What follows belongs to an exercise in optimizing a design on an open flow for small area, a short achievable clock period and few clock cycles per item; a production flow would make more cautious choices. In this exercise RTL edits were held to simulation tests only and were not proved equivalent to the original.

==> flow/design.v, too long to show whole: its modules and the start of the top module <==
// module mdu: 207 lines
// module mdu_rca: 15 lines
// module mdu_cneg: 14 lines
// module mdu_ltu: 13 lines
// module mdu_mtree: 612 lines
module mdu (
   input  logic        clk,
   input  logic        rst_n,
   input  logic        start,
   input  logic [3:0]  opMDU,
   input  logic [31:0] SrcA,
   input  logic [31:0] SrcB,
   output logic        busy,
   output logic        stall_req,
   output logic [31:0] HI,
   output logic [31:0] LO
);
  // ...
==> flow/run.sh <==
#!/bin/bash
# synth_recipe.tcl (not shown) runs the flow's synth.tcl, then flattens the netlist and writes it again
# the make line also repeats each setting of config.mk as NAME=value (left out here)
make -C /OpenROAD-flow-scripts/flow DESIGN_CONFIG=/design/flow/config.mk WORK_HOME=/design/flow/orfs CLKGATE_MAP_FILE= SYNTH_SCRIPT=/design/flow/synth_recipe.tcl finish
==> flow/config.mk <==
export PLATFORM = sky130hd
export DESIGN_NAME = mdu
export DESIGN_NICKNAME = mdu
export VERILOG_FILES = /design/flow/design.v
export SDC_FILE = /design/flow/constraint.sdc
export NUM_CORES = 4
export LEC_CHECK = 0
export ABC_AREA = 1
export CAP_MARGIN = 20
export CORE_MARGIN = 2
export CORE_UTILIZATION = 40
export SLEW_MARGIN = 20
==> flow/constraint.sdc <==
create_clock -name core_clock -period 105.0 [get_ports {clk}]
set_input_delay 21.0000 -clock core_clock [delete_from_list [all_inputs] [get_ports {clk}]]
set_output_delay 21.0000 -clock core_clock [all_outputs]
set_load 0.01 [all_outputs]
==> flow_metrics.py, run 1 <==
metrics = {
    "setup_path": {
        "reg2reg_setup_slack_ps": 68070,
        "worst_setup_path_start_kind": "input pin",
        "crit_required_ps": 84000,
        "critPathMaxStageDelay_ps": 550,
        "cp_slowest_cell": "clkdlybuf4s50_1",
        "path_class": "in2out",
        "path_cells": "clkdlybuf4s50_1, or2_2, nor2_1, a21oi_1, o21ai_0, clkdlybuf4s50_1",
    },
    "layout": {
        "top_regs": "r_a x33, r_m x33",
        "regArea_sq_um": 4240,
        "finalInstanceArea_sq_um": 34400,
        "drive_gt1_share_pct": 5.28,
        "multi_input_area_share_pct": 68.7,
        "post-route-util_pct": 44.4,
        "nNonClkBuffers": 232,
    },
    "clocking": {
        "postCtsHoldBufs": 0,
        "clkSinkCount": 175,
        "clk_latency_ps": 510,
    },
    "placed_design": {
        "place_ws_ps": 61120,
    },
    "routing": {
        "maxUsedRoutingLayer": "met5",
        "num_vias": 30500,
    },
    "timing": {
        "final.setup.tns_ps": 0,
        "worstMarginPinSlew_ps": 1240,
        "fmax_mhz": 22.8,
    },
    "grt": {
        "grt-ovfl-total": 0,
        "first_global_vias": 28700,
        "busiest_layer": "met2",
    },
    "synth": {
        "synth_top_family_by_area": "adder cells",
        "ys_top_cells_by_area": "fa_1, xor2_1, ha_1",
        "synth-seq-cells": 175,
    },
    "status": {
        "status": "finished clean",
    },
    "min_path": {
        "hp-class": "reg2reg",
    },
    "floorplan": {
        "ios": 137,
        "die_h_um": 284,
    },
}
Testbench counts, summed over its fixed seeds: cycles 27,140, items 12,000.
==> module mdu, before the edit <==
module mdu (
   input  logic        clk,
   input  logic        rst_n,
   input  logic        start,
   input  logic [3:0]  opMDU,
   input  logic [31:0] SrcA,
   input  logic [31:0] SrcB,
   output logic        busy,
   output logic        stall_req,
   output logic [31:0] HI,
   output logic [31:0] LO
);
   localparam int SD = 2;    
   logic w_isMult, w_isMultu, w_isDiv, w_isDivu, w_isMul, w_isDv, w_isMD;
   assign w_isMult  = (opMDU == 4'd1);
   assign w_isMultu = (opMDU == 4'd2);
   assign w_isDiv   = (opMDU == 4'd3);
   assign w_isDivu  = (opMDU == 4'd4);
   assign w_isMul   = w_isMult | w_isMultu;
   assign w_isDv    = w_isDiv | w_isDivu;
   assign w_isMD    = w_isMul | w_isDv;
   logic r_busy;
   logic w_go;
   assign w_go = start & ~r_busy;
   logic [31:0] r_hi, r_lo;
   logic [32:0] r_m;       
   logic [32:0] r_a;       
   logic [31:0] r_p;       
   logic        r_yp;      
   logic        r_yx;      
   logic [1:0]  r_n;       
   logic [3:0]  r_cnt;     
   logic        r_dv;      
   logic        r_sq, r_sr;  
   logic        r_dci;     
   function automatic logic [1:0] ngrp(input logic [31:0] x, input logic sgn);
      logic e;
      e = sgn & x[31];
      if (x[31:15] == {17{e}}) ngrp = 2'd1;
      else if (x[31] == e)     ngrp = 2'd2;
      else                     ngrp = 2'd3;
   endfunction
   logic [1:0]  w_nA, w_nB, w_nMin;
   logic        w_swap;
   logic [31:0] w_x, w_y;
   assign w_nA   = ngrp(SrcA, w_isMult);
   assign w_nB   = ngrp(SrcB, w_isMult);
   assign w_swap = (w_nA < w_nB);
   assign w_x    = w_swap ? SrcB : SrcA;
   assign w_y    = w_swap ? SrcA : SrcB;
   assign w_nMin = w_swap ? w_nA : w_nB;
   logic        w_sA, w_sB;
   logic [31:0] w_absA, w_bx;
   logic        w_dz, w_q0, w_c24, w_c16, w_c8;
   assign w_sA   = w_isDiv & SrcA[31];
   assign w_sB   = w_isDiv & SrcB[31];
   mdu_cneg u_negA (.x(SrcA), .n(w_sA), .y(w_absA));
   assign w_bx   = SrcB ^ {32{~w_sB}};
   assign w_dz   = (SrcB == 32'd0);
   mdu_ltu u_lt0  (.a(w_absA),                  .nb(w_bx), .ci(~w_sB), .lt(w_q0));
   mdu_ltu u_lt24 (.a({8'd0,  w_absA[31:8]}),  .nb(w_bx), .ci(~w_sB), .lt(w_c24));
   mdu_ltu u_lt16 (.a({16'd0, w_absA[31:16]}), .nb(w_bx), .ci(~w_sB), .lt(w_c16));
   mdu_ltu u_lt8  (.a({24'd0, w_absA[31:24]}), .nb(w_bx), .ci(~w_sB), .lt(w_c8));
   logic [32:0] w_dvR;
   logic [31:0] w_dvQ;
   logic [3:0]  w_dvCnt;
   always_comb begin
      if (w_c24) begin
         w_dvR = {9'd0, w_absA[31:8]};  w_dvQ = {w_absA[7:0], 24'd0};
         w_dvCnt = 4'(8/SD - 1);
      end else if (w_c16) begin
         w_dvR = {17'd0, w_absA[31:16]}; w_dvQ = {w_absA[15:0], 16'd0};
         w_dvCnt = 4'(16/SD - 1);
      end else if (w_c8) begin
         w_dvR = {25'd0, w_absA[31:24]}; w_dvQ = {w_absA[23:0], 8'd0};
         w_dvCnt = 4'(24/SD - 1);
      end else begin
         w_dvR = 33'd0; w_dvQ = w_absA;
         w_dvCnt = 4'(32/SD - 1);
      end
   end
   localparam int TW = 50;
   logic        w_ext;
   logic [15:0] w_yb;
   logic [16:0] w_yw;
   assign w_ext = (r_n == 2'd3) & (r_cnt == 4'd0);
   assign w_yb  = w_ext ? {16{r_yx}} : r_p[15:0];
   assign w_yw  = r_busy ? {w_yb, r_yp} : {w_y[15:0], 1'b0};
   logic [33:0]   w_pp [8];
   logic [7:0]    w_neg;
   logic [33:0]   w_mx;
   assign w_mx = r_busy ? {r_m[32], r_m} : {{2{w_isMult & w_x[31]}}, w_x};
   for (genvar i = 0; i < 8; i++) begin : g_booth
      logic b0, b1, b2, one, two;
      logic [33:0] pv;
      assign b0  = w_yw[2*i];
      assign b1  = w_yw[2*i+1];
      assign b2  = w_yw[2*i+2];
      assign one = b1 ^ b0;
      assign two = (b2 & ~b1 & ~b0) | (~b2 & b1 & b0);
      assign w_neg[i] = b2;
      assign pv  = (({34{one}} & w_mx) | ({34{two}} & {w_mx[32:0], 1'b0})) ^ {34{b2}};
      assign w_pp[i] = {~pv[33], pv[32:0]};
   end
   logic [TW-1:0] w_t;
   mdu_mtree u_tree (
      .acc(r_busy ? {~r_a[32], r_a[31:0]} : {1'b1, 32'd0}),
      .pp0(w_pp[0]), .pp1(w_pp[1]), .pp2(w_pp[2]), .pp3(w_pp[3]),
      .pp4(w_pp[4]), .pp5(w_pp[5]), .pp6(w_pp[6]), .pp7(w_pp[7]),
      .neg(w_neg), .t(w_t));
   logic [63:0] w_prod;
   always_comb begin
      if (!r_busy)           w_prod = {{(64-TW){w_t[TW-1]}}, w_t};
      else if (r_n == 2'd2)  w_prod = {w_t[47:0], r_p[31:16]};
      else                   w_prod = {w_t[31:0], r_p};
   end
   logic [32:0] w_sr [SD+1];
   logic [31:0] w_sq [SD+1];
   logic [32:0] w_dn;
   assign w_sr[0] = r_a;
   assign w_sq[0] = r_p;
   assign w_dn    = {1'b1, r_m[31:0]};
   for (genvar s = 0; s < SD; s++) begin : g_dstep
      logic [32:0] rr, df;
      logic        cy;
      assign rr = {w_sr[s][31:0], w_sq[s][31]};
      mdu_rca #(.W(33)) u_sub (.a(rr), .b(w_dn), .ci(r_dci), .s(df), .co(cy));
      assign w_sr[s+1] = cy ? df : rr;
      assign w_sq[s+1] = {w_sq[s][30:0], cy};
   end
   logic [32:0] w_dR;
   logic [31:0] w_dQ;
   assign w_dR = w_sr[SD];
   assign w_dQ = w_sq[SD];
   logic [31:0] w_divHi, w_divLo;
   mdu_cneg u_negR (.x(w_dR[31:0]), .n(r_sr), .y(w_divHi));
   mdu_cneg u_negQ (.x(w_dQ), .n(r_sq), .y(w_divLo));
   logic w_acc_md, w_last, w_mul1;
   assign w_mul1   = w_isMul & (w_nMin == 2'd1);
   assign w_acc_md = w_go & w_isMD & ~(w_isDv & (w_dz | w_q0)) & ~w_mul1;
   assign w_last   = r_busy & (r_cnt == 4'd0);
   always_ff @(posedge clk or negedge rst_n) begin
      if (!rst_n) r_busy <= 1'b0;
      else if (w_acc_md) r_busy <= 1'b1;
      else if (w_last) r_busy <= 1'b0;
   end
   always_ff @(posedge clk) begin
      if (!r_busy) begin
         r_dv <= w_isDv;
         r_sq <= w_sA ^ w_sB;
         r_sr <= w_sA;
         r_dci <= ~w_sB;
         r_yx <= w_isMult & w_y[31];
         r_n  <= w_nMin;
         if (w_isDv) begin
            r_m   <= {1'b1, w_bx};
            r_a   <= w_dvR;
            r_p   <= w_dvQ;
            r_cnt <= w_dvCnt;
         end else begin
            r_m   <= {w_isMult & w_x[31], w_x};
            r_a   <= w_t[48:16];
            r_p   <= {w_t[15:0], w_y[31:16]};
            r_yp  <= w_y[15];
            r_cnt <= 4'(w_nMin - 2'd2);
         end
      end else begin
         r_cnt <= r_cnt - 4'd1;
         if (r_dv) begin
            r_a <= w_dR;
            r_p <= w_dQ;
         end else begin
            r_a  <= w_t[48:16];
            r_p  <= {w_t[15:0], r_p[31:16]};
            r_yp <= w_yb[15];
         end
      end
   end
   always_ff @(posedge clk or negedge rst_n) begin
      if (!rst_n) begin
         r_hi <= 32'd0;
         r_lo <= 32'd0;
      end else if (w_last) begin
         if (r_dv) begin
            r_hi <= w_divHi;
            r_lo <= w_divLo;
         end else begin
            r_hi <= w_prod[63:32];
            r_lo <= w_prod[31:0];
         end
      end else if (w_go && w_mul1) begin
         r_hi <= w_prod[63:32];
         r_lo <= w_prod[31:0];
      end else if (w_go) begin
         if (opMDU == 4'd5 || (w_isDv && !w_dz && w_q0))
            r_hi <= SrcA;
         if (opMDU == 4'd6)
            r_lo <= SrcA;
         else if (w_isDv && !w_dz && w_q0)
            r_lo <= 32'd0;
      end
   end
   assign busy      = r_busy;
   assign stall_req = r_busy | (start & w_isMD);
   assign HI        = r_hi;
   assign LO        = r_lo;
endmodule
==> inputs of run 2 (changes only) <==
--- a/flow/design.v
+++ b/flow/design.v
@@ -12,3 +12,3 @@
 );
-   localparam int SD = 2;    
+   localparam int SD = 4;    
    logic w_isMult, w_isMultu, w_isDiv, w_isDivu, w_isMul, w_isDv, w_isMD;
@@ -126,3 +126,3 @@
       assign rr = {w_sr[s][31:0], w_sq[s][31]};
-      mdu_rca #(.W(33)) u_sub (.a(rr), .b(w_dn), .ci(r_dci), .s(df), .co(cy));
+      mdu_cia #(.W(33), .BS(7)) u_sub (.a(rr), .b(w_dn), .ci(r_dci), .s(df), .co(cy));
       assign w_sr[s+1] = cy ? df : rr;
@@ -222,2 +222,42 @@
 endmodule
+module mdu_cia #(parameter int W = 33, parameter int BS = 7) (
+   input  logic [W-1:0] a,
+   input  logic [W-1:0] b,
+   input  logic         ci,
+   output logic [W-1:0] s,
+   output logic         co
+);
+   localparam int NB = (W + BS - 1) / BS;
+   logic [NB:0] bc;
+   assign bc[0] = ci;
+   for (genvar k = 0; k < NB; k++) begin : g_blk
+      localparam int LO = k * BS;
+      localparam int HI = (LO + BS < W) ? LO + BS : W;
+      localparam int BW = HI - LO;
+      logic [BW:0]   c;
+      logic [BW-1:0] ss;
+      if (k == 0) begin : g_c0
+         assign c[0] = ci;
+      end else begin : g_cn
+         assign c[0] = 1'b0;
+      end
+      for (genvar i = 0; i < BW; i++) begin : g_bit
+         assign ss[i]  = a[LO+i] ^ b[LO+i] ^ c[i];
+         assign c[i+1] = (a[LO+i] & b[LO+i]) | ((a[LO+i] ^ b[LO+i]) & c[i]);
+      end
+      if (k == 0) begin : g_first
+         assign s[HI-1:LO] = ss;
+         assign bc[1]      = c[BW];
+      end else begin : g_inc
+         logic [BW:0] p;
+         assign p[0] = 1'b1;
+         for (genvar i = 0; i < BW; i++) begin : g_ibit
+            assign s[LO+i] = ss[i] ^ (bc[k] & p[i]);
+            assign p[i+1]  = ss[i] & p[i];
+         end
+         assign bc[k+1] = c[BW] | (bc[k] & p[BW]);
+      end
+   end
+   assign co = bc[NB];
+endmodule
 module mdu_cneg (
==> flow/flow/run.sh (new file) <==
#!/bin/bash
# The standard layout (standard.sh: ORFS synthesis to finish), except that the
# port buffers are sky130_fd_sc_hd__buf_1 instead of the default delay-buffer
# cell: every input and output port still gets its own buffer.
set -euo pipefail
bash standard.sh 'BUFFER_PORTS_ARGS=-buffer_cell sky130_fd_sc_hd__buf_1' finish > standard_flow.log 2>&1
==> flow/standard.sh (new file) <==
#!/bin/bash
# synth_recipe.tcl (not shown) runs the flow's synth.tcl, then flattens the netlist and writes it again
# the make line also repeats each setting of config.mk as NAME=value (left out here)
make -C /OpenROAD-flow-scripts/flow DESIGN_CONFIG=/design/flow/config.mk WORK_HOME=/design/flow/orfs CLKGATE_MAP_FILE= SYNTH_SCRIPT=/design/flow/synth_recipe.tcl "${@:-finish}"
removed: flow/run.sh
==> run 2 against run 1 <==
  * Synthesized cell count increased by 14%
  * Count of clock-buffer cells in the layout decreased by 1
  * Design area increased by 8.6%
  * Die area is 12% higher
  * Final cell count up 13%
  * Sequential share of layout area is 0.97 points lower
  * Flip-flop and latch count is the same
  * Register-to-register slack improved by 1100 ps
  * Largest cell class unchanged
==> flow_metrics.py, run 2 <==
metrics = {
    "status": {
        "status": "finished clean",
    },
    "synth": {
        "ys_seq_area_share_pct": 12.1,
        "syn_inst": 4774,
        "synthAdderAreaFrac_pct": 30.4,
        "synth_top_area_share_pct": 21.2,
        "synth_ff_type": "dfxtp_1",
        "synth_top_family_by_area": "adder cells",
        "yosys.area_share.simple_pct": 15.6,
        "synth-compound-area-share_pct": 18.6,
        "syn_nets": 5475,
        "ys_top_cells_by_count": "nand2_1, inv_1, o21ai_0, xor2_1, fa_1",
        "async_flop_share_pct": 37.1,
        "synth-edff-count": 41,
        "synth.most_common_cell": "nand2_1",
        "synth_mux_area_share_pct": 0.628,
        "synthXorXnorAreaFrac_pct": 10.9,
        "synth-seq-cells": 175,
        "ys_types": 57,
        "yosysWarnings": 7,
        "synthesis.area_sq_um": 35000,
        "synth_area_leader_cell": "fa_1",
        "ys_top_cells_by_area": "fa_1, xor2_1, ha_1",
        "postSynthAreaPerCell_sq_um": 7.34,
    },
    "placed_design": {
        "dp.final_hpwl_mm": 119,
        "numPortBuffers": 136,
        "globalplace.congestion": 1.05,
    },
    "setup_path": {
        "cp_max_fo": 7,
        "critPathMaxStageDelay_ps": 420,
        "end_kind": "primary output",
        "worst_setup_path_start_kind": "input pin",
        "cp_slowest_cell": "nor2_1",
        "crit_required_ps": 84000,
        "path_class": "in2out",
        "cp_common_cell": "buf_1",
        "arrival_ps": 22020,
        "path_cells": "buf_1, nor2_1, a21oi_1, o21ai_0, buf_1",
        "worst-path-buf-inv": 2,
        "crit_family": "simple AND/OR/NAND/NOR gates",
    },
    "run": {
        "drv_cap": 0,
    },
    "clocking": {
        "clk_latency_ps": 530,
        "clkSinkCount": 175,
        "clockBufferDepth": 2,
        "postCtsHoldBufs": 0,
        "cts_tree": "yes",
        "ctsResizeCount": 0,
        "cts_inserted_buffers": 17,
        "path_clk_slew_ps": 80,
        "post_cts_buffers": 0,
        "cts_root_buf": "clkbuf_16",
        "htree_levels": 4,
    },
    "grt": {
        "grt_max_degree": 75,
        "grt-ovfl-total": 0,
        "first_global_vias": 31600,
        "grt_usage_pct": 33.7,
        "grt_pass1_wl_mm": 221,
        "grt_antenna_before_repair": 3,
    },
    "layout": {
        "syn_to_final_growth_pct": 6.75,
        "layout_commonest_cell": "nand2_1",
        "finalNetCount": 5433,
        "nFillCells": 9076,
        "drive_gt1_share_pct": 5.46,
        "final_cell_mix": "nand2_1, inv_1, o21ai_0",
        "top_regs": "r_a x33, r_m x33",
    },
    "timing": {
        "hold_viol": 0,
        "final.setup.tns_ps": 0,
        "fin_crit_ps": 43020,
        "worstMarginPinSlew_ps": 1260,
        "rsz0062_at_grt": "no",
        "fmax_mhz": 23.2,
        "setup_viol": 0,
        "holdWs_ps": 470,
        "post-route-period-util_pct": 41.0,
        "finalMaxSlewViolations": 0,
        "slew_headroom_pct": 15.9,
        "fin_skew_ps": 16.8,
    },
    "routing": {
        "antenna_left": 0,
        "avgRoutedWirePerCell_um": 26.0,
        "wl_mm": 153,
        "drc": 0,
        "dr.pass1.iters": 7,
        "num_vias": 34300,
        "drt_iter0_drc": 4539,
        "vias_per_cell": 5.80,
    },
    "floorplan": {
        "start_util_pct": 40.4,
        "die_w_um": 300,
        "rows": 108,
        "dieArea_sq_um": 90000,
        "ios": 137,
        "core_sq_um": 86800,
        "die_h_um": 300,
    },
    "min_path": {
        "hp-class": "reg2reg",
    },
}
[run 2: changes by cell type after synthesis, moves of 17 or more]
cell / delta
o21ai_1: -17
fa_1: +48
nand2_1: +100
ha_1: +37
o21ai_0: +73
inv_1: +100
nor2_1: +113
nand3_1: +39
xnor2_1: +24
[run 2: layout make-up]
type	instances	area (sq um)	area share, %
inverter	777	2920	7.81
antenna	7	17.5	0.0468
clock buffer	17	425	1.14
sequential	175	4240	11.3
tap	1155	1450	3.86
clock inverter	15	181	0.485
multi-input combinational	3517	26800	71.8
timing repair buffer	244	1330	3.56
[run 2: final timing paths]
kind,startpoint,end,slack (ps),cells after the start
worst max register to register,r_p[31],r_hi[31],69130,188
worst max-delay path,opMDU[2],stall_req,61980,5
max in group asynchronous,rst_n,r_busy,83770,2
min in group asynchronous,rst_n,r_lo[17],20630,2
worst min register to register,r_hi[24],r_hi[24],470,2
worst min-delay path,r_hi[24],r_hi[24],470,2
[run 2: cells by family (layout without fill, tap and decap cells)]
group | count (synthesis) | count (layout)
mux | 22 | 22
other cells | 0 | 7
buf+inv | 1082 | 1053
simple gates | 1331 | 1331
fa+ha+maj | 630 | 630
compound gates | 1099 | 1099
xor+xnor | 435 | 435
flops | 175 | 175
[run 2: metrics by stage]
stage	setup WS, ps	util [%]	instance area, sq um	instances
after detailed placement	61990	42.4	36800	5867
after floorplan	62320	-	35000	4774
after global placement	62000	42.4	36800	5866
final	61980	43.1	37400	5907
after CTS	61990	43.1	37400	5899
after global routing	61860	43.1	37400	5900
[run 2: metal layers]
metal,wire length [um],global-route usage (%)
met1,65100,48.2
met3,18600,8.11
met5,8,0
met4,6860,14.7
met2,62800,47.9
[run 2: tightest hold or removal path: cells and delay by family, from the launching register on]
family	cells	cell delay (ps)
simple gates	2	90
flops	1	350
Testbench counts of run 2, summed over its fixed seeds: cycles 21,684, items 12,000.
==> inputs of run 3 (changes only) <==
--- a/flow/design.v
+++ b/flow/design.v
@@ -68,9 +68,9 @@
       if (w_c24) begin
-         w_dvR = {9'd0, w_absA[31:8]};  w_dvQ = {w_absA[7:0], 24'd0};
+         w_dvR = {9'd0, w_absA[31:8]};  w_dvQ = {w_absA[7:0], {24{w_sA ^ w_sB}}};
          w_dvCnt = 4'(8/SD - 1);
       end else if (w_c16) begin
-         w_dvR = {17'd0, w_absA[31:16]}; w_dvQ = {w_absA[15:0], 16'd0};
+         w_dvR = {17'd0, w_absA[31:16]}; w_dvQ = {w_absA[15:0], {16{w_sA ^ w_sB}}};
          w_dvCnt = 4'(16/SD - 1);
       end else if (w_c8) begin
-         w_dvR = {25'd0, w_absA[31:24]}; w_dvQ = {w_absA[23:0], 8'd0};
+         w_dvR = {25'd0, w_absA[31:24]}; w_dvQ = {w_absA[23:0], {8{w_sA ^ w_sB}}};
          w_dvCnt = 4'(24/SD - 1);
@@ -128,3 +128,3 @@
       assign w_sr[s+1] = cy ? df : rr;
-      assign w_sq[s+1] = {w_sq[s][30:0], cy};
+      assign w_sq[s+1] = {w_sq[s][30:0], cy ^ r_sq};
    end
@@ -136,3 +136,3 @@
    mdu_cneg u_negR (.x(w_dR[31:0]), .n(r_sr), .y(w_divHi));
-   mdu_cneg u_negQ (.x(w_dQ), .n(r_sq), .y(w_divLo));
+   mdu_inc  u_incQ (.x(w_dQ), .ci(r_sq), .y(w_divLo));
    logic w_acc_md, w_last, w_mul1;
@@ -262,2 +262,14 @@
 endmodule
+module mdu_inc (
+   input  logic [31:0] x,
+   input  logic        ci,
+   output logic [31:0] y
+);
+   logic [32:0] c;
+   assign c[0] = ci;
+   for (genvar i = 0; i < 32; i++) begin : g_bit
+      assign y[i]   = x[i] ^ c[i];
+      assign c[i+1] = x[i] & c[i];
+   end
+endmodule
 module mdu_cneg (
--- a/flow/config.mk
+++ b/flow/config.mk
@@ -8,5 +8,5 @@
 export ABC_AREA = 1
-export CAP_MARGIN = 20
+export CAP_MARGIN = 0
 export CORE_MARGIN = 2
 export CORE_UTILIZATION = 40
-export SLEW_MARGIN = 20
+export SLEW_MARGIN = 0
==> run 3 against run 2 <==
  * Still clean
  * First-iteration DRC count fell by 5.0%
  * Flip-flop and latch count stayed put
  * Die area hardly changed
  * Sequential share of layout area about the same
  * Critical path depth grew 3
  * Final cell count down 0.51%
  * Critical path type unchanged
==> flow_metrics.py, run 3 <==
metrics = {
    "floorplan": {
        "die_h_um": 300,
        "core_sq_um": 86800,
        "die_w_um": 300,
        "ios": 137,
        "dieArea_sq_um": 90000,
        "rows": 108,
        "start_util_pct": 40.4,
    },
    "synth": {
        "synth-seq-cells": 175,
        "synth_top_area_share_pct": 21.2,
        "postSynthAreaPerCell_sq_um": 7.43,
        "yosysWarnings": 7,
        "ys_top_cells_by_count": "nand2_1, inv_1, o21ai_0, xor2_1, fa_1",
        "synthesis.area_sq_um": 35100,
        "syn_inst": 4720,
        "ys_top_cells_by_area": "fa_1, xor2_1, ha_1",
        "ys_seq_area_share_pct": 12.1,
        "synth_ff_type": "dfxtp_1",
        "synth-edff-count": 41,
        "ys_types": 59,
        "synth.most_common_cell": "nand2_1",
        "syn_nets": 5421,
        "synth_area_leader_cell": "fa_1",
        "async_flop_share_pct": 37.1,
    },
    "routing": {
        "drc": 0,
        "antenna_left": 0,
        "wl_mm": 160,
        "vias_per_cell": 5.91,
        "num_vias": 34700,
        "dr.pass1.iters": 8,
        "avgRoutedWirePerCell_um": 27.3,
        "drt_iter0_drc": 4310,
    },
    "clocking": {
        "cts_inserted_buffers": 17,
        "cts_root_buf": "clkbuf_16",
        "clk_latency_ps": 540,
        "htree_levels": 4,
        "clockBufferDepth": 2,
        "post_cts_buffers": 0,
        "path_clk_slew_ps": 80,
        "clkSinkCount": 175,
        "ctsResizeCount": 0,
        "postCtsHoldBufs": 0,
        "cts_tree": "yes",
    },
    "placed_design": {
        "globalplace.congestion": 1.06,
        "numPortBuffers": 136,
        "dp.final_hpwl_mm": 126,
    },
    "layout": {
        "top_regs": "r_a x33, r_m x33",
        "finalNetCount": 5404,
        "syn_to_final_growth_pct": 6.48,
        "layout_commonest_cell": "nand2_1",
        "drive_gt1_share_pct": 5.96,
        "nFillCells": 9023,
        "final_cell_mix": "nand2_1, inv_1, o21ai_0",
    },
    "setup_path": {
        "cp_slowest_cell": "nor2_1",
        "path_cells": "buf_1, inv_1, nor2_1, inv_1, nor2_1, a21oi_1, o21ai_0, buf_1",
        "reg2reg_setup_slack_ps": 69150,
        "r2r-end": "r_hi[31]",
        "end_kind": "primary output",
        "worst-r2r-cell-count": 181,
        "worst_setup_path_start_kind": "input pin",
        "critPathMaxStageDelay_ps": 220,
        "r2r-start": "r_p[31]",
        "cp_max_fo": 2,
        "path_class": "in2out",
        "crit_required_ps": 84000,
        "arrival_ps": 22040,
    },
    "min_path": {
        "hp-class": "reg2reg",
        "hold_start": "r_lo[4]",
        "hold_path_end": "r_lo[4]",
        "min_path_cells": 2,
    },
    "grt": {
        "grt-ovfl-total": 0,
        "grt_usage_pct": 35.3,
        "grt_antenna_before_repair": 5,
        "grt_max_degree": 80,
        "grt_pass1_wl_mm": 230,
        "first_global_vias": 32800,
    },
    "timing": {
        "setup_viol": 0,
        "fin_crit_ps": 43040,
        "worstMarginPinSlew_ps": 1260,
        "fin_skew_ps": 25.6,
        "final.setup.tns_ps": 0,
        "hold_viol": 0,
        "post-route-period-util_pct": 41.0,
        "rsz0062_at_grt": "no",
        "slew_headroom_pct": 16.2,
        "finalMaxSlewViolations": 0,
        "fmax_mhz": 23.2,
    },
    "run": {
        "drv_cap": 0,
    },
    "status": {
        "status": "finished clean",
    },
}
==> run 3: cell families (layout without fill, tap and decap cells) <==
group           after synthesis  in the layout  share of synthesized area [%]
simple gates               1319           1319                           15.5
flops                       175            175                           12.1
fa+ha+maj                   630            630                           30.4
compound gates             1094           1094                           18.5
mux                          31             31                          0.903
other cells                   0              6                              0
buf+inv                    1062           1058                           12.3
xor+xnor                    409            409                           10.2
==> run 3: worst max path at each step <==
stage,startpoint,endpoint,slack [ps],depth (start not counted)
5_1_grt,opMDU[2],stall_req,61820,8
6_report,opMDU[2],stall_req,61960,8
3_5_place_dp,opMDU[2],stall_req,61980,8
4_1_cts,opMDU[2],stall_req,61960,8
3_3_place_gp,opMDU[2],stall_req,62000,8
2_1_floorplan,opMDU[2],stall_req,62350,3
==> run 3: layout make-up <==
cell class	count	area, sq um	share of cell area [%]
flip-flops and latches	175	4240	11.4
repair buffers	256	1410	3.78
multi-input cells	3483	26700	71.5
diodes	6	15.0	0.0402
inverters	770	2890	7.75
clock buffers	17	425	1.14
clock inverters	15	205	0.550
well taps	1155	1450	3.87
==> run 3: through the flow <==
step                      instance area, sq um  cells  setup slack (ps)  util (%)  hold WS [ps]
final                                    37300   5877             61960      43.0           475
after CTS                                37300   5871             61960      43.0           477
after global placement                   36700   5839             62000      42.3           455
after detailed placement                 36700   5839             61980      42.3           456
after global routing                     37300   5871             61820      43.0           500
after floorplan                          35100   4720             62350         -           490
==> run 3: metal layers <==
metal  vias to the layer above  GRT usage (%)  share of wire (%)
li1                      15400              -                  -
met1                     16800           47.6                 40
met2                      2112           51.1                 41
met3                       419           9.50                 12
met4                         8           19.1                6.5
met5                         -          0.952              0.076
==> run 3: critical path: cells and delay by family <==
family                 cells  cell delay [ps]
AO/OA/AOI/OAI              2              310
AND/OR/NAND/NOR            2              340
buffers and inverters      4              380
Testbench counts of run 3, summed over its fixed seeds: cycles 21,684, items 12,000.
==> inputs of run 4 (changes only) <==
--- a/flow/config.mk
+++ b/flow/config.mk
@@ -8,5 +8,5 @@
 export ABC_AREA = 1
-export CAP_MARGIN = 0
+export CAP_MARGIN = 20
 export CORE_MARGIN = 2
 export CORE_UTILIZATION = 40
-export SLEW_MARGIN = 0
+export SLEW_MARGIN = 20
==> run 4 against run 3 <==
  * Final cell count barely moved
  * Critical path depth did not move
  * Area after synthesis did not move
  * Utilization barely moved
  * Clock skew fell by 1.1 ps
  * Hold slack got worse by 1.4 ps
  * Count of clock-buffer cells in the layout did not move
  * Highest routed layer unchanged
  * Maximum frequency barely moved
  * Register-to-register slack barely moved
  * Critical endpoint unchanged
  * Synthesized cell count did not move
==> flow_metrics.py, run 4 <==
metrics = {
    "setup_path": {
        "critPathMaxStageDelay_ps": 230,
        "worst-path-buf-inv": 4,
        "worst-r2r-cell-count": 181,
        "end_kind": "primary output",
        "path_cells": "buf_1, inv_1, nor2_1, inv_1, nor2_1, a21oi_1, o21ai_0, buf_1",
        "crit_required_ps": 84000,
        "r2r-start": "r_p[31]",
        "r2r-end": "r_hi[31]",
        "cp_slowest_cell": "nor2_1",
        "crit_family": "buffers and inverters",
        "reg2reg_setup_slack_ps": 69140,
        "path_class": "in2out",
        "worst_setup_path_start_kind": "input pin",
        "cp_max_fo": 2,
        "arrival_ps": 22050,
    },
    "timing": {
        "slew_headroom_pct": 19.0,
        "fin_crit_ps": 43050,
        "post-route-period-util_pct": 41.0,
        "fin_skew_ps": 24.5,
        "rsz0062_at_grt": "no",
        "final.setup.tns_ps": 0,
        "worstMarginPinSlew_ps": 1200,
        "fmax_mhz": 23.2,
        "hold_viol": 0,
        "setup_viol": 0,
        "finalMaxSlewViolations": 0,
    },
    "routing": {
        "wl_mm": 160,
        "avgRoutedWirePerCell_um": 27.3,
        "drt_iter0_drc": 4319,
        "antenna_left": 0,
        "dr.pass1.iters": 6,
        "drc": 0,
        "vias_per_cell": 5.90,
        "num_vias": 34700,
    },
    "clocking": {
        "clkSinkCount": 175,
        "cts_root_buf": "clkbuf_16",
        "postCtsHoldBufs": 0,
        "ctsResizeCount": 0,
        "post_cts_buffers": 0,
        "clockBufferDepth": 2,
        "cts_inserted_buffers": 17,
        "path_clk_slew_ps": 80,
        "clk_latency_ps": 530,
        "htree_levels": 4,
        "cts_tree": "yes",
    },
    "run": {
        "drv_cap": 0,
    },
    "layout": {
        "syn_to_final_growth_pct": 6.46,
        "nFillCells": 9020,
        "finalInstanceArea_sq_um": 37300,
        "final_cell_mix": "nand2_1, inv_1, o21ai_0",
        "layout_commonest_cell": "nand2_1",
        "post-route-util_pct": 43.0,
        "drive_gt1_share_pct": 5.98,
        "finalNetCount": 5404,
        "top_regs": "r_a x33, r_m x33",
    },
    "synth": {
        "synth_area_leader_cell": "fa_1",
        "synthesis.area_sq_um": 35100,
        "ys_seq_area_share_pct": 12.1,
        "yosysWarnings": 7,
        "syn_nets": 5421,
        "async_flop_share_pct": 37.1,
        "synth-edff-count": 41,
        "synth-seq-cells": 175,
        "postSynthAreaPerCell_sq_um": 7.43,
        "ys_top_cells_by_count": "nand2_1, inv_1, o21ai_0, xor2_1, fa_1",
        "synth_ff_type": "dfxtp_1",
        "syn_inst": 4720,
        "ys_top_cells_by_area": "fa_1, xor2_1, ha_1",
        "ys_types": 59,
        "synth.most_common_cell": "nand2_1",
        "synth_top_area_share_pct": 21.2,
    },
    "floorplan": {
        "start_util_pct": 40.4,
        "die_w_um": 300,
        "rows": 108,
        "die_h_um": 300,
        "core_sq_um": 86800,
        "dieArea_sq_um": 90000,
        "ios": 137,
    },
    "grt": {
        "grt_max_degree": 80,
        "first_global_vias": 32800,
        "grt-ovfl-total": 0,
        "grt_antenna_before_repair": 5,
        "grt_usage_pct": 35.3,
        "grt_pass1_wl_mm": 230,
    },
    "status": {
        "status": "finished clean",
    },
    "min_path": {
        "min_path_cells": 2,
        "hp-class": "reg2reg",
        "hold_path_end": "r_lo[4]",
        "hold_start": "r_lo[4]",
    },
    "placed_design": {
        "numPortBuffers": 136,
        "postPlaceCellArea_sq_um": 36700,
        "globalplace.congestion": 1.06,
        "dp.final_hpwl_mm": 126,
    },
}
==> run 4: how the worst max path moves through the flow <==
stage	slack (ps)	end	from	depth (start not counted)
2_1_floorplan	62350	stall_req	opMDU[2]	3
6_report	61950	stall_req	opMDU[2]	8
4_1_cts	61960	stall_req	opMDU[2]	8
5_1_grt	61820	stall_req	opMDU[2]	8
3_3_place_gp	62000	stall_req	opMDU[2]	8
3_5_place_dp	61980	stall_req	opMDU[2]	8
==> run 4: stage by stage <==
step,instances,setup WS (ps),hold slack [ps]
2_1_floorplan,4720,62350,490
3_3_place_gp,5839,62000,455
3_5_place_dp,5839,61980,456
4_1_cts,5871,61960,477
5_1_grt,5871,61820,500
6_report,5873,61950,474
==> run 4: layout make-up <==
cell class,count,area [sq um],share of cell area (%)
repair buffers,256,1410,3.79
clock buffers,17,425,1.14
inverters,770,2890,7.75
diodes,2,5.00,0.0134
well taps,1155,1450,3.87
multi-input cells,3483,26700,71.5
flip-flops and latches,175,4240,11.4
clock inverters,15,205,0.550
==> run 4: worst min-delay path, delay by kind of cell (launching register included) <==
kind             cells  cell delay (ps)
DFF                  1              350
and+or+nand+nor      2              100
==> run 4: logic make-up (layout without fill, tap and decap cells) <==
kind of cell,Yosys count,count (layout),synth area share [%]
and+or+nand+nor,1319,1319,15.5
buffers and inverters,1062,1058,12.3
other,0,2,0
muxes,31,31,0.903
AOI/OAI and AO/OA,1094,1094,18.5
adders and majority gates,630,630,30.4
DFF,175,175,12.1
xor gates and xnor gates,409,409,10.2
==> run 4: per-layer routing <==
layer | part of all wire, % | vias to the layer above | global-route usage [%]
li1 | - | 15400 | -
met1 | 40 | 16800 | 47.6
met2 | 41 | 2057 | 51.1
met3 | 12 | 427 | 9.50
met4 | 6.4 | 10 | 19.1
met5 | 0.087 | - | 0.952
==> inputs of run 5 (changes only) <==
--- a/flow/config.mk
+++ b/flow/config.mk
@@ -10,3 +10,3 @@
 export CORE_MARGIN = 2
-export CORE_UTILIZATION = 40
+export CORE_UTILIZATION = 60
 export SLEW_MARGIN = 20
==> run 5 against run 4 <==
  * Still clean on timing, DRC and antenna
  * Flip-flop and latch count unchanged
  * Final cell count down 6.8%
  * Die area decreased by 33%
  * Critical path depth did not move
  * Maximum frequency hardly changed
  * Utilization increased by 21 points
==> flow_metrics.py, run 5 <==
metrics = {
    "layout": {
        "drive_gt1_share_pct": 5.78,
        "post-route-util_pct": 63.6,
        "finalNetCount": 5394,
        "layout_commonest_cell": "nand2_1",
        "top_regs": "r_a x33, r_m x33",
        "syn_to_final_growth_pct": 4.74,
        "final_cell_mix": "nand2_1, inv_1, o21ai_0",
    },
    "setup_path": {
        "r2r-start": "r_p[31]",
        "cp_max_fo": 2,
        "worst-path-buf-inv": 4,
        "worst_setup_path_start_kind": "input pin",
        "r2r-end": "r_hi[31]",
        "worst-r2r-cell-count": 176,
        "path_class": "in2out",
        "end_kind": "primary output",
        "critPathMaxStageDelay_ps": 220,
        "crit_family": "buffers and inverters",
        "reg2reg_setup_slack_ps": 69470,
        "path_cells": "buf_1, inv_1, nor2_1, inv_1, nor2_1, a21oi_1, o21ai_0, buf_1",
        "cp_slowest_cell": "nor2_1",
        "arrival_ps": 22050,
        "crit_required_ps": 84000,
    },
    "floorplan": {
        "core_sq_um": 57700,
        "start_util_pct": 60.8,
        "die_w_um": 246,
        "rows": 88,
        "dieArea_sq_um": 60400,
        "ios": 137,
        "die_h_um": 246,
    },
    "clocking": {
        "htree_levels": 4,
        "post_cts_buffers": 0,
        "path_clk_slew_ps": 70,
        "cts_root_buf": "clkbuf_16",
        "clockBufferDepth": 2,
        "cts_tree": "yes",
        "clk_latency_ps": 530,
        "clkSinkCount": 175,
        "ctsResizeCount": 0,
        "cts_inserted_buffers": 17,
        "postCtsHoldBufs": 0,
    },
    "routing": {
        "dr.pass1.iters": 7,
        "drc": 0,
        "vias_per_cell": 6.47,
        "wl_mm": 155,
        "drt_iter0_drc": 4929,
        "avgRoutedWirePerCell_um": 28.4,
        "num_vias": 35400,
        "antenna_left": 0,
    },
    "synth": {
        "synth-seq-cells": 175,
        "synth_ff_type": "dfxtp_1",
        "synth.most_common_cell": "nand2_1",
        "synthesis.area_sq_um": 35100,
        "postSynthAreaPerCell_sq_um": 7.43,
        "synth_area_leader_cell": "fa_1",
        "yosysWarnings": 7,
        "syn_nets": 5421,
        "synth-edff-count": 41,
        "ys_top_cells_by_area": "fa_1, xor2_1, ha_1",
        "async_flop_share_pct": 37.1,
        "ys_top_cells_by_count": "nand2_1, inv_1, o21ai_0, xor2_1, fa_1",
        "syn_inst": 4720,
        "ys_types": 59,
        "synth_top_area_share_pct": 21.2,
        "ys_seq_area_share_pct": 12.1,
    },
    "grt": {
        "first_global_vias": 33200,
        "grt_usage_pct": 51.4,
        "grt_max_degree": 80,
        "grt-ovfl-total": 0,
        "grt_antenna_before_repair": 6,
        "grt_pass1_wl_mm": 223,
    },
    "timing": {
        "hold_viol": 0,
        "final.setup.tns_ps": 0,
        "rsz0062_at_grt": "no",
        "fin_crit_ps": 43050,
        "finalMaxSlewViolations": 0,
        "setup_viol": 0,
        "fin_skew_ps": 36.1,
        "slew_headroom_pct": 15.2,
        "post-route-period-util_pct": 41.0,
        "holdWs_ps": 472,
        "worstMarginPinSlew_ps": 1270,
        "fmax_mhz": 23.2,
    },
    "placed_design": {
        "dp.final_hpwl_mm": 122,
        "numPortBuffers": 136,
        "globalplace.congestion": 1.09,
    },
    "status": {
        "status": "finished clean",
    },
    "min_path": {
        "hold_path_end": "r_hi[24]",
        "hold_start": "r_hi[24]",
        "hp-class": "reg2reg",
        "min_path_cells": 2,
    },
    "run": {
        "drv_cap": 0,
    },
}
-- run 5: worst max-delay path by stage --
stage / endpoint / cells after the start / slack [ps] / startpoint
2_1_floorplan: stall_req / 3 / 62350 / opMDU[2]
3_3_place_gp: stall_req / 8 / 62010 / opMDU[2]
3_5_place_dp: stall_req / 8 / 62000 / opMDU[2]
4_1_cts: stall_req / 8 / 61980 / opMDU[2]
5_1_grt: stall_req / 8 / 61850 / opMDU[2]
6_report: stall_req / 8 / 61950 / opMDU[2]
-- run 5: metal layers --
metal	routed length (um)	track usage, %	vias to the layer above
met5	220	1.80	-
met4	12200	31.7	10
met3	25300	22.4	636
met2	62400	72.2	2695
met1	55300	64.6	16700
li1	-	-	15400
-- run 5: cells by family after synthesis --
logic type | after synthesis | synth area share [%]
and+or+nand+nor | 1319 | 15.5
AOI/OAI and AO/OA | 1094 | 18.5
buffers and inverters | 1062 | 12.3
adders and majority gates | 630 | 30.4
xor gates and xnor gates | 409 | 10.2
DFF | 175 | 12.1
muxes | 31 | 0.903
-- run 5: layout make-up --
cell class	count	area (sq um)
clock inverter	14	138
multi-input combinational	3483	26700
fill	5161	21000
clock buffer	18	429
timing repair buffer	246	1340
tap	765	957
inverter	770	2890
antenna	5	12.5
sequential	175	4240
-- run 5: stage by stage --
step | instance area [sq um] | setup WS [ps] | cells
after detailed placement | 36100 | 62000 | 5437
after CTS | 36700 | 61980 | 5469
after global placement | 36100 | 62010 | 5437
after floorplan | 35100 | 62350 | 4720
after global routing | 36700 | 61850 | 5471
final | 36700 | 61950 | 5476
-- run 5: tightest hold or removal path: cells and delay by family (launching register included) --
family	cells	cell delay, ps
simple gates	2	90
flops	1	340
==> inputs of run 6 (changes only) <==
==> flow/flow/run.sh (replaced) <==
#!/bin/bash
# The standard layout (standard.sh: ORFS synthesis to finish) with two
# changes: the port buffers are sky130_fd_sc_hd__buf_1 instead of the default
# delay-buffer cell (every input and output port still gets its own buffer),
# and timing repair aims at a 63 ns setup slack margin, so that it works on
# the one path (start/opMDU to stall_req) that sets the achieved period.
set -euo pipefail
bash standard.sh 'BUFFER_PORTS_ARGS=-buffer_cell sky130_fd_sc_hd__buf_1' 'SETUP_SLACK_MARGIN=63' finish > standard_flow.log 2>&1
==> run 6 against run 5 <==
  * Still clean
  * Hold slack better by 4.9 ps
  * Clock skew decreased by 8.0 ps
  * Flip-flop and latch count unchanged
  * Synthesized cell count unchanged
  * Setup slack better by 390 ps
  * Sequential share of layout area decreased by 0.067 points
  * Critical path type unchanged
==> flow_metrics.py, run 6 <==
metrics = {
    "timing": {
        "fin_skew_ps": 28.1,
        "setup_viol": 0,
        "slew_headroom_pct": 14.6,
        "finalMaxSlewViolations": 0,
        "fmax_mhz": 23.4,
        "setup_ws_ps": 62340,
        "hold_viol": 0,
        "final.setup.tns_ps": 0,
        "fin_crit_ps": 42660,
        "rsz0062_at_grt": "yes",
        "post-route-period-util_pct": 40.6,
        "worstMarginPinSlew_ps": 1280,
    },
    "setup_path": {
        "worst_setup_path_start_kind": "input pin",
        "end_kind": "primary output",
        "r2r-start": "r_p[31]",
        "cp_slowest_cell": "a21oi_2",
        "critPathMaxStageDelay_ps": 160,
        "arrival_ps": 21660,
        "crit_required_ps": 84000,
        "cp_max_fo": 2,
        "path_cells": "buf_8, inv_8, nor2_4, inv_2, nor2_4, a21oi_2, o21ai_2, buf_2",
        "r2r-end": "r_hi[31]",
        "worst-r2r-cell-count": 177,
        "path_class": "in2out",
        "cp_common_cell": "nor2_4",
        "reg2reg_setup_slack_ps": 69860,
        "crit_start": "opMDU[2]",
    },
    "synth": {
        "postSynthAreaPerCell_sq_um": 7.43,
        "ys_seq_area_share_pct": 12.1,
        "yosysWarnings": 7,
        "async_flop_share_pct": 37.1,
        "synth-seq-cells": 175,
        "synth_top_area_share_pct": 21.2,
        "synthesis.area_sq_um": 35100,
        "ys_top_cells_by_count": "nand2_1, inv_1, o21ai_0, xor2_1, fa_1",
        "synth-edff-count": 41,
        "ys_types": 59,
        "synth_ff_type": "dfxtp_1",
        "syn_nets": 5421,
        "ys_top_cells_by_area": "fa_1, xor2_1, ha_1",
        "syn_inst": 4720,
        "synth.most_common_cell": "nand2_1",
        "synth_area_leader_cell": "fa_1",
    },
    "layout": {
        "multi_input_area_sq_um": 26700,
        "layout_commonest_cell": "nand2_1",
        "top_regs": "r_a x33, r_m x33",
        "final_cell_mix": "nand2_1, inv_1, o21ai_0",
        "drive_gt1_share_pct": 6.22,
        "syn_to_final_growth_pct": 5.35,
        "regArea_sq_um": 4240,
        "nFillCells": 5264,
        "finalNetCount": 5402,
    },
    "floorplan": {
        "die_w_um": 246,
        "core_sq_um": 57700,
        "start_util_pct": 60.8,
        "ios": 137,
        "die_h_um": 246,
        "rows": 88,
        "dieArea_sq_um": 60400,
    },
    "clocking": {
        "clockBufferDepth": 2,
        "cts_tree": "yes",
        "clk_latency_ps": 530,
        "path_clk_slew_ps": 80,
        "htree_levels": 4,
        "cts_root_buf": "clkbuf_16",
        "clkSinkCount": 175,
        "cts_inserted_buffers": 17,
    },
    "routing": {
        "wl_mm": 155,
        "dr.pass1.iters": 9,
        "antenna_left": 0,
        "num_vias": 35700,
        "drc": 0,
        "vias_per_cell": 6.51,
        "avgRoutedWirePerCell_um": 28.3,
        "drt_iter0_drc": 5544,
    },
    "placed_design": {
        "dp.final_hpwl_mm": 120,
        "globalplace.congestion": 1.11,
        "place_ws_ps": 62010,
        "numPortBuffers": 136,
    },
    "grt": {
        "first_global_vias": 33000,
        "grt_antenna_before_repair": 13,
        "grt_max_degree": 89,
        "grt_pass1_wl_mm": 223,
        "grt-ovfl-total": 0,
        "grt_usage_pct": 51.3,
    },
    "min_path": {
        "hold_path_end": "r_lo[14]",
        "min_path_cells": 2,
        "hold_start": "r_lo[14]",
        "hp-class": "reg2reg",
    },
    "status": {
        "status": "finished clean",
    },
    "run": {
        "drv_cap": 0,
    },
}
run 6: changes by cell type in the layout (fill, tap and decap cells not counted), moves of 3 or more:
cell | before | now
diode_2 | 5 | 13
inv_1 | 734 | 731
nor2_1 | 252 | 249
inv_6 | 5 | 1
buf_4 | 108 | 116
inv_8 | 3 | 8
buf_1 | 135 | 130
run 6: what timing repair did:
item,4_1_cts,5_1_grt
resized for setup,20,0
setup endpoints to repair,1,1
buffers inserted,6,0
pin swaps,4,0
hold buffers,0,0
run 6: area by class of cell:
| type | count | area share [%] |
|---|---|---|
| tap | 765 | 2.59 |
| sequential | 175 | 11.5 |
| clock buffer | 17 | 1.15 |
| multi-input combinational | 3483 | 72.4 |
| timing repair buffer | 254 | 3.94 |
| antenna | 13 | 0.0881 |
| clock inverter | 15 | 0.515 |
| inverter | 770 | 7.86 |
run 6: metal layers:
metal | routed length [um] | vias to the layer above | track usage (%)
met1 | 55700 | 16900 | 64.9
li1 | - | 15400 | -
met2 | 61900 | 2782 | 71.0
met5 | 224 | - | 1.47
met3 | 24400 | 703 | 21.1
met4 | 13100 | 14 | 34.5
run 6: logic make-up after synthesis:
group	count (synthesis)	synth area share, %
xor gates and xnor gates	409	10.2
and+or+nand+nor	1319	15.5
adders and majority gates	630	30.4
buffers and inverters	1062	12.3
AOI/OAI and AO/OA	1094	18.5
muxes	31	0.903
DFF	175	12.1
run 6: metrics by stage:
stage | hold WS [ps] | util [%] | instance area [sq um] | instances
after global routing | 498 | 63.9 | 36900 | 5479
after floorplan | 490 | - | 35100 | 4720
after detailed placement | 458 | 62.6 | 36100 | 5439
after global placement | 452 | 62.6 | 36100 | 5439
after CTS | 480 | 63.9 | 36900 | 5477
final | 477 | 64.0 | 36900 | 5492
run 6: critical path: cells and delay by family:
| family | cells | cell delay, ps |
|---|---|---|
| buffers and inverters | 4 | 360 |
| AOI/OAI and AO/OA | 2 | 220 |
| and+or+nand+nor | 2 | 70 |
run 6: worst max-delay path by stage:
stage	cells after the start	slack [ps]	to
after floorplan	6	62500	stall_req
after global placement	8	62010	stall_req
after detailed placement	8	62010	stall_req
after CTS	7	62360	stall_req
after global routing	7	62260	stall_req
final	8	62340	stall_req
==> inputs of run 7 (changes only) <==
--- a/flow/config.mk
+++ b/flow/config.mk
@@ -10,3 +10,3 @@
 export CORE_MARGIN = 2
-export CORE_UTILIZATION = 60
+export CORE_UTILIZATION = 75
 export SLEW_MARGIN = 20
==> run 7 against run 6 <==
  * Flip-flop and latch count unchanged
  * Maximum frequency about the same
  * Sequential share of layout area increased by 0.10 points
  * Hold slack got worse by 5.0 ps
  * Area after synthesis unchanged
  * Global-route usage increased by 12 points
  * Setup slack got worse by 22 ps
  * Design area decreased by 0.90%
==> flow_metrics.py, run 7 <==
metrics = {
    "status": {
        "status": "finished clean",
    },
    "grt": {
        "use_met2_pct": 85.2,
        "grt_max_degree": 190,
        "busiest_layer": "met2",
        "gr-usage-met1_pct": 72.0,
        "grt-ovfl-total": 0,
        "grt_usage_pct": 63.2,
        "first_global_vias": 36000,
        "grt_antenna_before_repair": 21,
        "grtUsageMet3_pct": 37.1,
        "grt_pass1_wl_mm": 225,
    },
    "setup_path": {
        "r2r-end": "r_hi[31]",
        "worst_setup_path_start_kind": "input pin",
        "reg2reg_setup_slack_ps": 68700,
        "end_kind": "primary output",
        "worst-r2r-cell-count": 178,
        "r2r-start": "r_p[31]",
        "arrival_ps": 21680,
        "crit_required_ps": 84000,
        "cp_max_fo": 2,
        "path_class": "in2out",
    },
    "routing": {
        "avgRoutedWirePerCell_um": 28.6,
        "antenna_left": 0,
        "num_vias": 37900,
        "vias_per_cell": 7.14,
        "drt_iter0_drc": 7844,
        "dr.pass1.iters": 17,
        "drc": 0,
        "wl_mm": 152,
    },
    "synth": {
        "syn_inst": 4720,
        "synth-seq-cells": 175,
        "postSynthAreaPerCell_sq_um": 7.43,
        "synth_area_leader_cell": "fa_1",
        "synthesis.area_sq_um": 35100,
        "ys_top_cells_by_count": "nand2_1, inv_1, o21ai_0, xor2_1, fa_1",
        "ys_top_cells_by_area": "fa_1, xor2_1, ha_1",
        "synth_top_area_share_pct": 21.2,
        "ys_types": 59,
        "synth.most_common_cell": "nand2_1",
        "ys_seq_area_share_pct": 12.1,
        "synth_ff_type": "dfxtp_1",
        "synth-edff-count": 41,
        "async_flop_share_pct": 37.1,
        "yosysWarnings": 7,
        "syn_nets": 5421,
    },
    "floorplan": {
        "rows": 79,
        "die_w_um": 220,
        "dieArea_sq_um": 48500,
        "die_h_um": 220,
        "start_util_pct": 75.6,
        "core_sq_um": 46400,
        "ios": 137,
    },
    "layout": {
        "drive_gt1_share_pct": 5.93,
        "final_cell_mix": "nand2_1, inv_1, o21ai_0",
        "finalNetCount": 5375,
        "layout_commonest_cell": "nand2_1",
        "syn_to_final_growth_pct": 4.40,
        "top_regs": "r_a x33, r_m x33",
    },
    "placed_design": {
        "globalplace.congestion": 1.21,
        "numPortBuffers": 136,
        "dp.final_hpwl_mm": 114,
    },
    "clocking": {
        "clockBufferDepth": 2,
        "cts_root_buf": "clkbuf_16",
        "htree_levels": 4,
        "clk_latency_ps": 520,
        "postCtsHoldBufs": 0,
        "clkSinkCount": 175,
        "path_clk_slew_ps": 70,
        "cts_tree": "yes",
        "cts_inserted_buffers": 17,
    },
    "timing": {
        "fin_skew_ps": 14.8,
        "hold_viol": 0,
        "post-route-period-util_pct": 40.7,
        "rsz0062_at_grt": "yes",
        "holdWs_ps": 472,
        "setup_viol": 0,
        "fin_crit_ps": 42680,
        "finalMaxSlewViolations": 0,
        "slew_headroom_pct": 6.60,
        "worstMarginPinSlew_ps": 1400,
        "fmax_mhz": 23.4,
        "final.setup.tns_ps": 0,
    },
    "min_path": {
        "hold_path_end": "r_hi[0]",
        "hp-class": "reg2reg",
        "hold_start": "r_hi[0]",
        "min_path_cells": 2,
    },
    "run": {
        "drv_cap": 0,
    },
}
## run 7: cell counts after synthesis
No cell type changed its count.
## run 7: worst max-delay path by stage
stage	end	startpoint	depth (start not counted)	slack, ps
finish	stall_req	opMDU[3]	7	62320
floorplan	stall_req	opMDU[2]	6	62500
global route	stall_req	opMDU[3]	7	62270
global placement	stall_req	opMDU[2]	8	62030
CTS	stall_req	opMDU[3]	7	62370
detailed placement	stall_req	opMDU[2]	8	62000
## run 7: layout make-up
cell class / instances / area [sq um]
clock buffers: 17 / 425
diodes: 18 / 45.0
multi-input cells: 3483 / 26800
well taps: 607 / 759
repair buffers: 227 / 1250
flip-flops and latches: 175 / 4240
inverters: 770 / 2900
fillers: 3224 / 9760
clock inverters: 15 / 173
## run 7: timing repair
action,CTS,global route
buffers inserted,5,0
pin swaps,4,0
endpoints found under the setup margin,1,1
resized for setup,20,0
## run 7: layer usage
metal	vias to the layer above	part of all wire, %
met1	17200	31
met4	32	11
met2	3904	38
li1	15300	-
met3	1474	19
met5	-	0.39
## run 7: worst max-delay path, cell delays in order
cell     delay (ps)
buf_8           110
nor2_4          110
inv_2            60
nor2_4          100
a21oi_2          50
o21ai_2         110
buf_2           140
## run 7: cells by family (layout without fill, tap and decap cells)
kind of cell	count (synthesis)	in the layout	synth area share [%]
multiplexers	31	31	0.903
adder cells (fa/ha/maj)	630	630	30.4
XOR/XNOR	409	409	10.2
other	0	18	0
AO/OA/AOI/OAI	1094	1094	18.5
AND/OR/NAND/NOR	1319	1319	15.5
flip-flops	175	175	12.1
buffers and inverters	1062	1029	12.3
## run 7: metrics by stage
step                utilization (%)  setup slack [ps]  instance area (sq um)  std cells
detailed placement             77.2             62000                  35800       5254
global placement               77.2             62030                  35800       5254
CTS                            78.7             62370                  36500       5291
global route                   78.8             62270                  36600       5295
finish                         78.9             62320                  36600       5312
floorplan                         -             62500                  35100       4720
==> inputs of run 8 (changes only) <==
==> flow/flow/run.sh (replaced) <==
#!/bin/bash
# The standard layout (standard.sh: ORFS synthesis to finish) with two
# changes: the port buffers are sky130_fd_sc_hd__buf_1 instead of the default
# delay-buffer cell (every input and output port still gets its own buffer),
# and global placement is not timing driven; the buffers that synthesis (ABC)
# left in the netlist are removed after the floorplan instead, as the
# timing-driven placement step would do.
set -euo pipefail
bash standard.sh floorplan > standard_floorplan.log 2>&1
R=orfs/results/sky130hd/mdu/base
cat > remove_buffers.tcl <<EOT
read_db $R/2_floorplan.odb
read_liberty $FLOW_HOME/platforms/sky130hd/lib/sky130_fd_sc_hd__tt_025C_1v80.lib
remove_buffers
write_db $R/2_floorplan.odb
EOT
openroad -no_init -exit remove_buffers.tcl > remove_buffers.log 2>&1
bash standard.sh 'BUFFER_PORTS_ARGS=-buffer_cell sky130_fd_sc_hd__buf_1' 'GPL_TIMING_DRIVEN=0' finish > standard_flow.log 2>&1
--- a/flow/config.mk
+++ b/flow/config.mk
@@ -10,3 +10,3 @@
 export CORE_MARGIN = 2
-export CORE_UTILIZATION = 75
+export CORE_UTILIZATION = 40
 export SLEW_MARGIN = 20
==> run 8 against run 7 <==
  * Hold slack gained 1.8 ps
==> flow_metrics.py, run 8 <==
metrics = {
    "clocking": {
        "htree_levels": 4,
        "cts_inserted_buffers": 17,
        "cts_tree": "yes",
        "ctsResizeCount": 0,
        "post_cts_buffers": 0,
        "cts_root_buf": "clkbuf_16",
        "path_clk_slew_ps": 90,
        "clkSinkCount": 175,
        "postCtsHoldBufs": 0,
        "clk_latency_ps": 530,
        "clockBufferDepth": 2,
    },
    "floorplan": {
        "core_sq_um": 86800,
        "rows": 108,
        "dieArea_sq_um": 90000,
        "die_w_um": 300,
        "die_h_um": 300,
        "ios": 137,
        "start_util_pct": 40.4,
    },
    "timing": {
        "post-route-period-util_pct": 41.1,
        "hold_viol": 0,
        "fmax_mhz": 23.2,
        "slew_headroom_pct": 13.8,
        "rsz0062_at_grt": "no",
        "finalMaxSlewViolations": 0,
        "fin_crit_ps": 43100,
        "worstMarginPinSlew_ps": 1280,
        "setup_viol": 0,
        "final.setup.tns_ps": 0,
        "fin_skew_ps": 20.5,
    },
    "layout": {
        "nFillCells": 8862,
        "syn_to_final_growth_pct": 9.92,
        "post-route-util_pct": 44.4,
        "finalNetCount": 5376,
        "top_regs": "r_a x33, r_m x33",
        "layout_commonest_cell": "nand2_1",
        "drive_gt1_share_pct": 6.68,
        "final_cell_mix": "nand2_1, inv_1, o21ai_0",
    },
    "synth": {
        "synth-seq-cells": 175,
        "ys_top_cells_by_count": "nand2_1, inv_1, o21ai_0, xor2_1, fa_1",
        "async_flop_share_pct": 37.1,
        "syn_nets": 5421,
        "synth_ff_type": "dfxtp_1",
        "synth_area_leader_cell": "fa_1",
        "postSynthAreaPerCell_sq_um": 7.43,
        "synth-edff-count": 41,
        "synth_top_area_share_pct": 21.2,
        "syn_inst": 4720,
        "ys_types": 59,
        "synthesis.area_sq_um": 35100,
        "ys_top_cells_by_area": "fa_1, xor2_1, ha_1",
        "synth.most_common_cell": "nand2_1",
        "ys_seq_area_share_pct": 12.1,
        "yosysWarnings": 7,
    },
    "setup_path": {
        "cp_slowest_cell": "nor2_1",
        "worst_setup_path_start_kind": "input pin",
        "crit_family": "simple AND/OR/NAND/NOR gates",
        "cp_common_cell": "buf_1",
        "r2r-end": "r_hi[31]",
        "end_kind": "primary output",
        "r2r-start": "r_p[31]",
        "reg2reg_setup_slack_ps": 67500,
        "worst-path-buf-inv": 2,
        "worst-r2r-cell-count": 178,
        "crit_required_ps": 84000,
        "cp_max_fo": 6,
        "path_class": "in2out",
        "critPathMaxStageDelay_ps": 470,
        "path_cells": "buf_1, nor2_1, a21oi_1, o21ai_0, buf_1",
        "arrival_ps": 22100,
    },
    "placed_design": {
        "globalplace.congestion": 1.05,
        "numPortBuffers": 136,
        "dp.final_hpwl_mm": 128,
    },
    "routing": {
        "drt_iter0_drc": 4653,
        "drc": 0,
        "dr.pass1.iters": 8,
        "wl_mm": 160,
        "vias_per_cell": 5.98,
        "antenna_left": 0,
        "num_vias": 34900,
        "avgRoutedWirePerCell_um": 27.4,
    },
    "min_path": {
        "hp-class": "reg2reg",
        "hold_path_end": "r_hi[22]",
        "min_path_cells": 2,
        "hold_start": "r_hi[22]",
    },
    "grt": {
        "grt_max_degree": 78,
        "grt_usage_pct": 35.2,
        "grt_antenna_before_repair": 2,
        "first_global_vias": 32800,
        "grt_pass1_wl_mm": 230,
        "grt-ovfl-total": 0,
    },
    "status": {
        "status": "finished clean",
    },
    "run": {
        "drv_cap": 0,
    },
}
run 8: changes by cell type in the layout (fill, tap and decap cells not counted), sizes merged:
cell / delta
buf: +1
bufinv: -1
clkinv: +2
clkinvlp: -2
diode: -13
inv: +1
run 8: cells by family after synthesis:
| family | Yosys count | synth area share (%) |
|---|---|---|
| AO/OA/AOI/OAI | 1094 | 18.5 |
| multiplexers | 31 | 0.903 |
| adder cells (fa/ha/maj) | 630 | 30.4 |
| buffers and inverters | 1062 | 12.3 |
| flip-flops | 175 | 12.1 |
| AND/OR/NAND/NOR | 1319 | 15.5 |
| XOR/XNOR | 409 | 10.2 |
run 8: metal layers:
layer	global-route usage (%)	share of wire (%)	vias up
met5	0	0.0087	-
met1	47.4	40	17000
li1	-	-	15300
met2	51.0	42	2226
met3	9.23	12	408
met4	19.9	6.5	2
run 8: worst max-delay path by stage:
| stage | to | startpoint | slack (ps) | depth (start not counted) |
|---|---|---|---|---|
| after detailed placement | stall_req | opMDU[2] | 61940 | 5 |
| after CTS | stall_req | opMDU[2] | 61930 | 5 |
| after global routing | stall_req | opMDU[2] | 61840 | 5 |
| after global placement | r_hi[16] | opMDU[2] | 59150 | 76 |
| final | stall_req | opMDU[2] | 61900 | 5 |
| after floorplan | stall_req | opMDU[2] | 62350 | 3 |
run 8: metrics by stage:
step	std cells	instance area (sq um)	setup slack, ps	hold WS (ps)
after CTS	5843	38500	61930	477
after global placement	5719	35600	59150	455
final	5848	38500	61900	474
after global routing	5844	38500	61840	491
after floorplan	4720	35100	62350	490
after detailed placement	5811	37900	61940	457
run 8: worst register-to-register path, delay by kind of cell (launching register included):
family / cells / cell delay (ps)
compound gates: 16 / 4790
xor+xnor: 3 / 440
fa+ha+maj: 56 / 16290
buf+inv: 42 / 5080
flops: 1 / 700
mux: 2 / 880
simple gates: 59 / 9270
run 8: layout make-up:
cell class	instances	area, sq um	area share [%]
Clock inverter	15	191	0.497
Antenna cell	5	12.5	0.0325
Sequential cell	175	4240	11.0
Clock buffer	17	425	1.10
Inverter	770	2900	7.54
Multi-Input combinational cell	3483	27000	70.0
Tap cell	1155	1450	3.75
Timing Repair Buffer	228	2330	6.05

## static timing again, ports no longer ideal
In the flow no input, the clock included, has a driving cell. The finished layouts below were timed again as built, in two steps.
Step 1: set_driving_cell puts a clkbuf_16 on clk and a buf_2 on each other input, an assumption about the parent block.
Step 2 moves the port delays by t, midway between the first and last clock arrival at a register: inputs arrive t later, outputs are due t later. That takes back most of the time a late clock gives input paths.
Three values: ideal ports, drivers, drivers and shift; two values: the first two.
| run | t, ns | setup slack, ns | worst hold slack (ns) |
|---|---|---|---|
| run 1 | 0.562 | 61.111 / 61.090 / 61.090 | 0.470 / 0.470 / 0.470 |
| run 2 | 0.585 | 61.979 / 61.959 / 61.959 | 0.470 / 0.470 / 0.470 |
| run 3 | 0.587 | 61.955 / 61.932 / 61.932 | 0.475 / 0.475 / 0.475 |
| run 4 | 0.584 | 61.951 / 61.928 / 61.928 | 0.474 / 0.474 / 0.474 |
| run 5 | 0.573 | 61.952 / 61.929 / 61.929 | 0.472 / 0.472 / 0.472 |
| run 6 | 0.579 | 62.340 / 62.291 / 62.291 | 0.477 / 0.477 / 0.477 |
| run 7 | 0.573 | 62.317 / 62.233 / 62.233 | 0.472 / 0.472 / 0.472 |
| run 8 | 0.584 | 61.895 / 61.867 / 61.867 | 0.474 / 0.474 / 0.474 |
After both steps setup and hold are still met in every run listed. The setup slack of run 7, which loses most, moves by -0.084 ns with the drivers and by -0.084 ns with both steps.
